From an optimization exercise on the open Yosys and OpenROAD flow, aimed at small area, a short achievable clock period and few clock cycles; shortcuts taken in it are not production practice. In this exercise RTL edits were held to simulation tests only and were not proved equivalent to the original. Power figures rest on the tool's default switching activity, not on a simulated workload.

== JK ==
## lc4_core
module lc4_core (
  input  wire        gwe,
  input  wire        i_rst_n,
  input  wire [15:0] i_imem_data,
  output wire [15:0] o_imem_addr,
  output wire        o_retire_valid,
  output wire [15:0] o_retire_pc,
  output wire [15:0] o_retire_insn,
  output wire        o_retire_regfile_we,
  output wire [2:0]  o_retire_wsel,
  output wire [15:0] o_retire_result,
  output wire        o_retire_nzp_we,
  output wire [2:0]  o_retire_nzp
);
  localparam [15:0] rst_pc = 16'h8200;
  reg  [15:0] regs [0:7];
  reg  [15:0] seq_q;
  reg  [15:0] tgt_q;
  reg         taken_q;
  reg         x_valid;
  reg  [15:0] x_insn;
  reg  [15:0] x_a;        
  reg  [15:0] x_b;        
  reg         x_sub;
  reg         x_writes;
  reg         x_logic;
  reg         x_const;
  reg  [1:0]  x_lop;      
  reg  [2:0]  x_cnzp;     
  reg         r_valid;
  reg  [15:0] r_pc;
  reg  [15:0] r_insn;
  reg  [15:0] r_result;
  reg  [2:0]  nzp_q;      
  function automatic writes_f(input [15:0] w);
    writes_f = w[15:12] == 4'b1001 || w[15:12] == 4'b0101 ||
               (w[15:12] == 4'b0001 && (w[5] || !w[3]));
  endfunction
  function automatic [2:0] nzp_f(input [15:0] v);
    nzp_f = v[15] ? 3'b100 : (v == 16'd0) ? 3'b010 : 3'b001;
  endfunction
  wire       r_writes = r_valid && writes_f(r_insn);
  wire [2:0] r_nzp    = nzp_f(r_result);
  wire [2:0] nzp_r    = r_writes ? r_nzp : nzp_q;   
  wire [15:0] a = x_a;
  wire [15:0] b = x_b;
  wire [15:0] sum;
  lc4_add16 u_add (.i_a(a), .i_b(b), .i_cin(x_sub), .o_sum(sum));
  reg  [15:0] logic_v;
  reg         z_logic;
  reg         n_logic;
  always @(*) begin
    case (x_lop)
      2'b00:   begin logic_v = a & b; z_logic = ~|(a & b);   n_logic = a[15] & b[15]; end
      2'b01:   begin logic_v = ~a;    z_logic = &a;          n_logic = ~a[15];        end
      2'b10:   begin logic_v = a | b; z_logic = ~|(a | b);   n_logic = a[15] | b[15]; end
      default: begin logic_v = a ^ b; z_logic = a == b;      n_logic = a[15] ^ b[15]; end
    endcase
  end
  wire [15:0] result = x_const ? x_b : x_logic ? logic_v : sum;
  wire [15:0] p     = a ^ b;
  wire [15:0] o     = a | b;
  wire        z_add = &(p ~^ {o[14:0], x_sub});
  wire [15:0] fa   = taken_q ? tgt_q : seq_q;
  ...
Size: ~270 flip-flops, roughly 91 I/O pins.
Settings: LEC_CHECK=0, CAP_MARGIN=20, CORE_MARGIN=2, CORE_UTILIZATION=40, SETUP_SLACK_MARGIN=2.0, SLEW_MARGIN=20; clock period 4.6 ns.
run.sh (not shown) runs the stock make flow with config.mk's settings and CLKGATE_MAP_FILE= SYNTH_SCRIPT=/design/flow/synth_recipe.tcl, a recipe that flattens the netlist after the stock synthesis.
JK | stages: all done | timing, DRC, antenna: all pass
Testbench counts of JK, summed over its fixed seeds: cycles 24,008.
> inputs changed (JK -> MS)
- clearing SETUP_SLACK_MARGIN, which used to be 2.0
In MS, largest stage delay on the critical path is higher than in JK.
MS vs JK: met2 track demand over resource down
Comparing JK with MS, the number of placed instances, taps included came out essentially unchanged.
Looking at capture point of the worst path, the o_imem_addr[12] result is from JK; the o_imem_addr[11] one comes from MS.

lc4_core, a different RTL version from the one above (not shown whole).
For scale: about 14000 um2 of cells after synthesis.
==> flow/design.v (excerpt) <==
module lc4_core (
  input  wire        gwe,
  input  wire        i_rst_n,
  input  wire [15:0] i_imem_data,
  output wire [15:0] o_imem_addr,
  output wire        o_retire_valid,
  output wire [15:0] o_retire_pc,
  output wire [15:0] o_retire_insn,
  output wire        o_retire_regfile_we,
  output wire [2:0]  o_retire_wsel,
  output wire [15:0] o_retire_result,
  output wire        o_retire_nzp_we,
  output wire [2:0]  o_retire_nzp
);
  localparam [15:0] rst_pc = 16'h8200;
  reg  [15:0] regs [0:7];
  reg  [15:0] seq_q;
  reg  [15:0] tgt_q;
  reg         taken_q;
  reg         x_valid;
  reg  [15:0] x_insn;
  reg  [15:0] x_a;        
  reg  [15:0] x_b;        
  reg         x_sub;
  reg         r_valid;
  reg  [15:0] r_pc;
  reg  [15:0] r_insn;
  reg  [15:0] r_result;
  reg  [2:0]  nzp_q;      
  function automatic writes_f(input [15:0] w);
    writes_f = w[15:12] == 4'b1001 || w[15:12] == 4'b0101 ||
               (w[15:12] == 4'b0001 && (w[5] || !w[3]));
  endfunction
  function automatic [2:0] nzp_f(input [15:0] v);
    nzp_f = v[15] ? 3'b100 : (v == 16'd0) ? 3'b010 : 3'b001;
  endfunction
  wire       r_writes = r_valid && writes_f(r_insn);
  wire [2:0] r_nzp    = nzp_f(r_result);
  wire [2:0] nzp_r    = r_writes ? r_nzp : nzp_q;   
  wire        x_writes = writes_f(x_insn);
  wire        x_logic  = x_insn[15:12] == 4'b0101;
  wire        x_const  = x_insn[15:12] == 4'b1001;
  wire [1:0]  x_lop    = x_insn[5] ? 2'b00 : x_insn[4:3];   
  wire [2:0]  x_cnzp   = nzp_f(x_b);                        
  wire [15:0] a = x_a;
  wire [15:0] b = x_b;
  wire [15:0] sum;
  lc4_add16 u_add (.i_a(a), .i_b(b), .i_cin(x_sub), .o_sum(sum));
  reg  [15:0] logic_v;
  reg         z_logic;
  reg         n_logic;
  ...
==> flow/config.mk <==
export PLATFORM = sky130hd
export DESIGN_NAME = lc4_core
export DESIGN_NICKNAME = lc4_core
export VERILOG_FILES = /design/flow/design.v
export SDC_FILE = /design/flow/constraint.sdc
export NUM_CORES = 4
export LEC_CHECK = 0
export CAP_MARGIN = 20
export CORE_MARGIN = 2
export CORE_UTILIZATION = 55
export CTS_BUF_LIST = sky130_fd_sc_hd__clkbuf_8 sky130_fd_sc_hd__clkbuf_16
export CTS_CLUSTER_DIAMETER = 80
export CTS_CLUSTER_SIZE = 24
export SETUP_SLACK_MARGIN = 2.3
export SLEW_MARGIN = 20
export TNS_END_PERCENT = 5
==> flow/constraint.sdc <==
create_clock -name core_clock -period 4.6 [get_ports {gwe}]
set_input_delay 0.9200 -clock core_clock [delete_from_list [all_inputs] [get_ports {gwe}]]
set_output_delay 0.9200 -clock core_clock [all_outputs]
set_load 0.01 [all_outputs]
standard.sh (not shown) runs the stock make flow with config.mk's settings and CLKGATE_MAP_FILE= SYNTH_SCRIPT=/design/flow/synth_recipe.tcl, a recipe that flattens the netlist after the stock synthesis.
==> flow/flow/run.sh <==
#!/bin/bash
# The standard layout, with buf_2 as the cell that buffers each input and output
# port (the default picks a delay cell). Everything else is the standard.sh.
set -euo pipefail
export BUFFER_PORTS_ARGS="-buffer_cell sky130_fd_sc_hd__buf_2"
bash standard.sh > standard.log 2>&1
Testbench counts at the start, summed over its fixed seeds: cycles 24,008.
Next try:
Settings changed: CORE_UTILIZATION 55 to 65, SETUP_SLACK_MARGIN 2.3 to 2.0, TNS_END_PERCENT 5 to 0.
Core utilization climbs by 7.2 points; sequential share of layout area rose by 2.6 points; clock-buffer cell count fell by 3; routed wire length goes down by 7.6%.

The RTL this note starts from:
==> flow/design.v <==
`timescale 1ns/1ps
`default_nettype none
module lc4_add16 (
  input  wire [15:0] i_a,
  input  wire [15:0] i_b,
  input  wire        i_cin,
  output wire [15:0] o_sum
);
  wire [15:0] p = i_a ^ i_b;
  wire [15:0] g0 = i_a & i_b;
  wire [15:0] gl [0:4];
  wire [15:0] pl [0:4];
  assign gl[0] = {g0[15:1], g0[0] | (p[0] & i_cin)};
  assign pl[0] = p;
  genvar k, i;
  generate
    for (k = 0; k < 4; k = k + 1) begin : lvl
      for (i = 0; i < 16; i = i + 1) begin : bit_
        if (i >= (1 << k)) begin : comb
          assign gl[k+1][i] = gl[k][i] | (pl[k][i] & gl[k][i-(1<<k)]);
          assign pl[k+1][i] = pl[k][i] & pl[k][i-(1<<k)];
        end else begin : pass
          assign gl[k+1][i] = gl[k][i];
          assign pl[k+1][i] = pl[k][i];
        end
      end
    end
  endgenerate
  assign o_sum = p ^ {gl[4][14:0], i_cin};
endmodule
`default_nettype wire
`timescale 1ns/1ps
`default_nettype none
module lc4_core (
  input  wire        gwe,
  input  wire        i_rst_n,
  input  wire [15:0] i_imem_data,
  output wire [15:0] o_imem_addr,
  output wire        o_retire_valid,
  output wire [15:0] o_retire_pc,
  output wire [15:0] o_retire_insn,
  output wire        o_retire_regfile_we,
  output wire [2:0]  o_retire_wsel,
  output wire [15:0] o_retire_result,
  output wire        o_retire_nzp_we,
  output wire [2:0]  o_retire_nzp
);
  localparam [15:0] rst_pc = 16'h8200;
  reg  [15:0] regs [0:7];
  reg  [15:0] seq_q;
  reg  [15:0] tgt_q;
  reg         taken_q;
  reg         x_valid;
  reg  [15:0] x_insn;
  reg  [15:0] x_a;        
  reg  [15:0] x_b;        
  reg         x_sub;
  reg         r_valid;
  reg  [15:0] r_pc;
  reg  [15:0] r_insn;
  reg  [15:0] r_result;
  reg  [2:0]  nzp_q;      
  function automatic writes_f(input [15:0] w);
    writes_f = w[15:12] == 4'b1001 || w[15:12] == 4'b0101 ||
               (w[15:12] == 4'b0001 && (w[5] || !w[3]));
  endfunction
  function automatic [2:0] nzp_f(input [15:0] v);
    nzp_f = v[15] ? 3'b100 : (v == 16'd0) ? 3'b010 : 3'b001;
  endfunction
  wire       r_writes = r_valid && writes_f(r_insn);
  wire [2:0] r_nzp    = nzp_f(r_result);
  wire [2:0] nzp_r    = r_writes ? r_nzp : nzp_q;   
  wire        x_writes = writes_f(x_insn);
  wire        x_logic  = x_insn[15:12] == 4'b0101;
  wire        x_const  = x_insn[15:12] == 4'b1001;
  wire [1:0]  x_lop    = x_insn[5] ? 2'b00 : x_insn[4:3];   
  wire [2:0]  x_cnzp   = nzp_f(x_b);                        
  wire [15:0] a = x_a;
  wire [15:0] b = x_b;
  wire [15:0] sum;
  lc4_add16 u_add (.i_a(a), .i_b(b), .i_cin(x_sub), .o_sum(sum));
  reg  [15:0] logic_v;
  reg         z_logic;
  reg         n_logic;
  always @(*) begin
    case (x_lop)
      2'b00:   begin logic_v = a & b; z_logic = ~|(a & b);   n_logic = a[15] & b[15]; end
      2'b01:   begin logic_v = ~a;    z_logic = &a;          n_logic = ~a[15];        end
      2'b10:   begin logic_v = a | b; z_logic = ~|(a | b);   n_logic = a[15] | b[15]; end
      default: begin logic_v = a ^ b; z_logic = a == b;      n_logic = a[15] ^ b[15]; end
    endcase
  end
  wire [15:0] result = x_const ? x_b : x_logic ? logic_v : sum;
  wire [15:0] p     = a ^ b;
  wire [15:0] o     = a | b;
  wire        z_add = &(p ~^ {o[14:0], x_sub});
  wire [15:0] fa   = taken_q ? tgt_q : seq_q;
  wire [15:0] insn = i_imem_data;
  wire [3:0]  op   = insn[15:12];
  wire [2:0]  m    = insn[11:9];    
  wire [15:0] imm5 = {{11{insn[4]}}, insn[4:0]};
  wire [15:0] imm9 = {{7{insn[8]}}, insn[8:0]};
  wire [2:0]  r_rd = r_insn[11:9];
  wire [2:0]  x_rd = x_insn[11:9];
  wire        x_wr = x_valid && x_writes;
  wire [15:0] rs_v = (r_writes && r_rd == insn[8:6]) ? r_result : regs[insn[8:6]];
  wire [15:0] rt_v = (r_writes && r_rd == insn[2:0]) ? r_result : regs[insn[2:0]];
  wire        f_sub   = op == 4'b0001 && !insn[5] && insn[4:3] == 2'b10;
  wire        f_const = op == 4'b1001;
  wire        byp_a   = x_wr && x_rd == insn[8:6];
  wire        byp_b   = x_wr && x_rd == insn[2:0] && !insn[5] && !f_const;
  wire [15:0] a_next  = byp_a ? result : rs_v;
  wire [15:0] b_next  = byp_b ? result : f_const ? imm9 : insn[5] ? imm5 : rt_v;
  wire hit_add   = sum[15] ? m[2] : z_add ? m[1] : m[0];
  wire hit_logic = n_logic ? m[2] : z_logic ? m[1] : m[0];
  wire hit_const = |(m & x_cnzp);
  wire hit_r     = |(m & nzp_r);
  wire hit_x     = x_const ? hit_const : x_logic ? hit_logic : hit_add;
  wire f_taken   = op == 4'b0000 && (x_wr ? hit_x : hit_r);
  wire [9:0]  tgt_lo = {1'b0, fa[8:0]} + {1'b0, imm9[8:0]} + 10'd1;
  wire [6:0]  hi_up, hi_dn;
  wire [15:0] fa_inc, seq_dec, hi_up16, hi_dn16;
  lc4_add16 u_inc (.i_a(fa),    .i_b(16'd0),    .i_cin(1'b1), .o_sum(fa_inc));
  lc4_add16 u_dec (.i_a(seq_q), .i_b(16'hffff), .i_cin(1'b0), .o_sum(seq_dec));
  lc4_add16 u_up  (.i_a({9'd0, fa[15:9]}), .i_b(16'd0),    .i_cin(1'b1), .o_sum(hi_up16));
  lc4_add16 u_dn  (.i_a({9'd0, fa[15:9]}), .i_b(16'hffff), .i_cin(1'b0), .o_sum(hi_dn16));
  assign hi_up = hi_up16[6:0];
  assign hi_dn = hi_dn16[6:0];
  wire [6:0]  tgt_hi = (tgt_lo[9] == insn[8]) ? fa[15:9] : tgt_lo[9] ? hi_up : hi_dn;
  assign o_imem_addr = fa;
  wire [15:0] wd = i_rst_n ? r_result : 16'd0;   
  integer i;
  always @(posedge gwe) begin
    for (i = 0; i < 8; i = i + 1)
      if (!i_rst_n || (r_writes && r_rd == i)) regs[i] <= wd;
  end
  always @(posedge gwe) begin
    if (!i_rst_n) begin
      seq_q   <= rst_pc;
      taken_q <= 1'b0;
      x_valid <= 1'b0;
      r_valid <= 1'b0;
      nzp_q   <= 3'b000;
    end else begin
      seq_q   <= fa_inc;
      taken_q <= f_taken;
      x_valid <= 1'b1;
      r_valid <= x_valid;
      nzp_q   <= nzp_r;
    end
  end
  always @(posedge gwe) begin
    tgt_q    <= {tgt_hi, tgt_lo[8:0]};
    x_insn   <= insn;
    x_a      <= a_next;
    x_b      <= b_next ^ {16{f_sub}};
    x_sub    <= f_sub;
    r_pc     <= seq_dec;   
    r_insn   <= x_insn;
    r_result <= result;
  end
  assign o_retire_valid      = r_valid;
  assign o_retire_pc         = r_pc;
  assign o_retire_insn       = r_insn;
  assign o_retire_regfile_we = writes_f(r_insn);
  assign o_retire_wsel       = r_insn[11:9];
  assign o_retire_result     = r_result;
  assign o_retire_nzp_we     = writes_f(r_insn);
  assign o_retire_nzp        = r_nzp;
endmodule
`default_nettype wire
clock: 4.6 ns
lec_check: 0
cap_margin: 20
core_margin: 2
core_utilization: 55
cts_buf_list: sky130_fd_sc_hd__clkbuf_8 sky130_fd_sc_hd__clkbuf_16
cts_cluster_diameter: 80
cts_cluster_size: 24
gpl_timing_driven: 0
setup_slack_margin: 2.0
slew_margin: 20
tns_end_percent: 0
Scripts as last shown in full above: flow/flow/run.sh
The starting point produced a clean layout.
Testbench counts at the start, summed over its fixed seeds: cycles 24,008.
Edit:
==> flow/flow/run.sh (replaced) <==
#!/bin/bash
# The standard layout, with two changes:
#  - buf_2 is the cell that buffers each input and output port (the default
#    picks a delay cell);
#  - synthesis leaves adders to ABC (no extract_fa / full-adder cell mapping),
#    so carry chains can be restructured for speed. Registers are unchanged.
# Everything else is the standard.sh.
set -euo pipefail
export BUFFER_PORTS_ARGS="-buffer_cell sky130_fd_sc_hd__buf_2"
export ADDER_MAP_FILE=
bash standard.sh > standard.log 2>&1
GPL_TIMING_DRIVEN = not set   (was 0)
After rerunning: Final area drops by a few percent; clock-buffer cell count is unchanged; wire length goes down by about a fifth; hold slack gets worse by 3.8 ps; utilization decreases by 2.8 points; sequential power grows by a few percent; setup slack is worse by 120 ps; clock skew came out lower by 15 ps; die area hardly moves; global-route usage goes down by 5.0 points; total power came out lower by a few percent.
Edit:
==> flow/flow/run.sh (replaced) <==
#!/bin/bash
# The standard layout, with buf_2 as the cell that buffers each input and output
# port (the default picks a delay cell). Everything else is the standard.sh.
set -euo pipefail
export BUFFER_PORTS_ARGS="-buffer_cell sky130_fd_sc_hd__buf_2"
bash standard.sh > standard.log 2>&1
TNS_END_PERCENT = 5   (was 0)
Final area increases by about 1.5%. Fmax increases by 7.1%. Via count increases by 1.9%. Total power increases by 3.2%. Routed wire length increases by about 6.6%. Sequential share of layout area decreases by 0.52 points. Clock power increases by about 5%. Global-route usage increases by 1.7 points.
Edit:
CORE_UTILIZATION = 40   (was 55)
CTS_CLUSTER_DIAMETER = 100   (was 80)
CTS_CLUSTER_SIZE = 30   (was 24)
Outcome: The new run went through all stages and came out clean; power fell by 4.5%; global-route usage is lower by 8.5 points; wire length grows by 1.5%; cell count rises by 6.5%; non-clock buffer count rises by 2; sequential cell count stays the same; die area climbs by 37%.

what the ideal ports hide:
In the flow no input, the clock included, has a driving cell. The finished layouts below were timed again as built, in two steps. Step 1, drivers: a clkbuf_16 drives gwe and a buf_2 each remaining input, both assumed. Step 2 times the ports against the registers' clock, not the clock port: input delays grow and output delays shrink by t, the midpoint of the rising clock arrivals with the driver on. Three values: ideal, step 1, step 2; two values: the first two.
| run | t, ns | slack for setup (ns) | hold slack, ns | latest minus earliest clock arrival (ns) |
|---|---|---|---|---|
| JK | 0.617 | 1.906 / 1.853 / 1.350 | 0.326 / 0.326 / 0.326 | 0.021 / 0.021 |
| MS | 0.603 | 1.001 / 0.946 / 0.887 | 0.325 / 0.325 / 0.325 | 0.019 / 0.019 |
| the first run of note 2 | 0.551 | 1.914 / 1.861 / 1.473 | 0.333 / 0.333 / 0.333 | 0.031 / 0.032 |
| the second run of note 2 | 0.535 | 1.832 / 1.810 / 1.331 | 0.334 / 0.334 / 0.334 | 0.043 / 0.044 |
| the first run of note 3 | 0.554 | 1.826 / 1.774 / 1.305 | 0.335 / 0.335 / 0.335 | 0.040 / 0.041 |
| the second run of note 3 | 0.551 | 1.711 / 1.659 / 1.205 | 0.331 / 0.331 / 0.331 | 0.023 / 0.023 |
| the third run of note 3 | 0.545 | 1.903 / 1.873 / 1.476 | 0.335 / 0.335 / 0.335 | 0.038 / 0.037 |
| the fourth run of note 3 | 0.538 | 1.915 / 1.878 / 1.444 | 0.340 / 0.340 / 0.340 | 0.025 / 0.025 |
After both steps every run listed still meets setup and hold. The setup slack of JK, which loses most, moves by -0.053 ns with the drivers and by -0.556 ns with both steps.
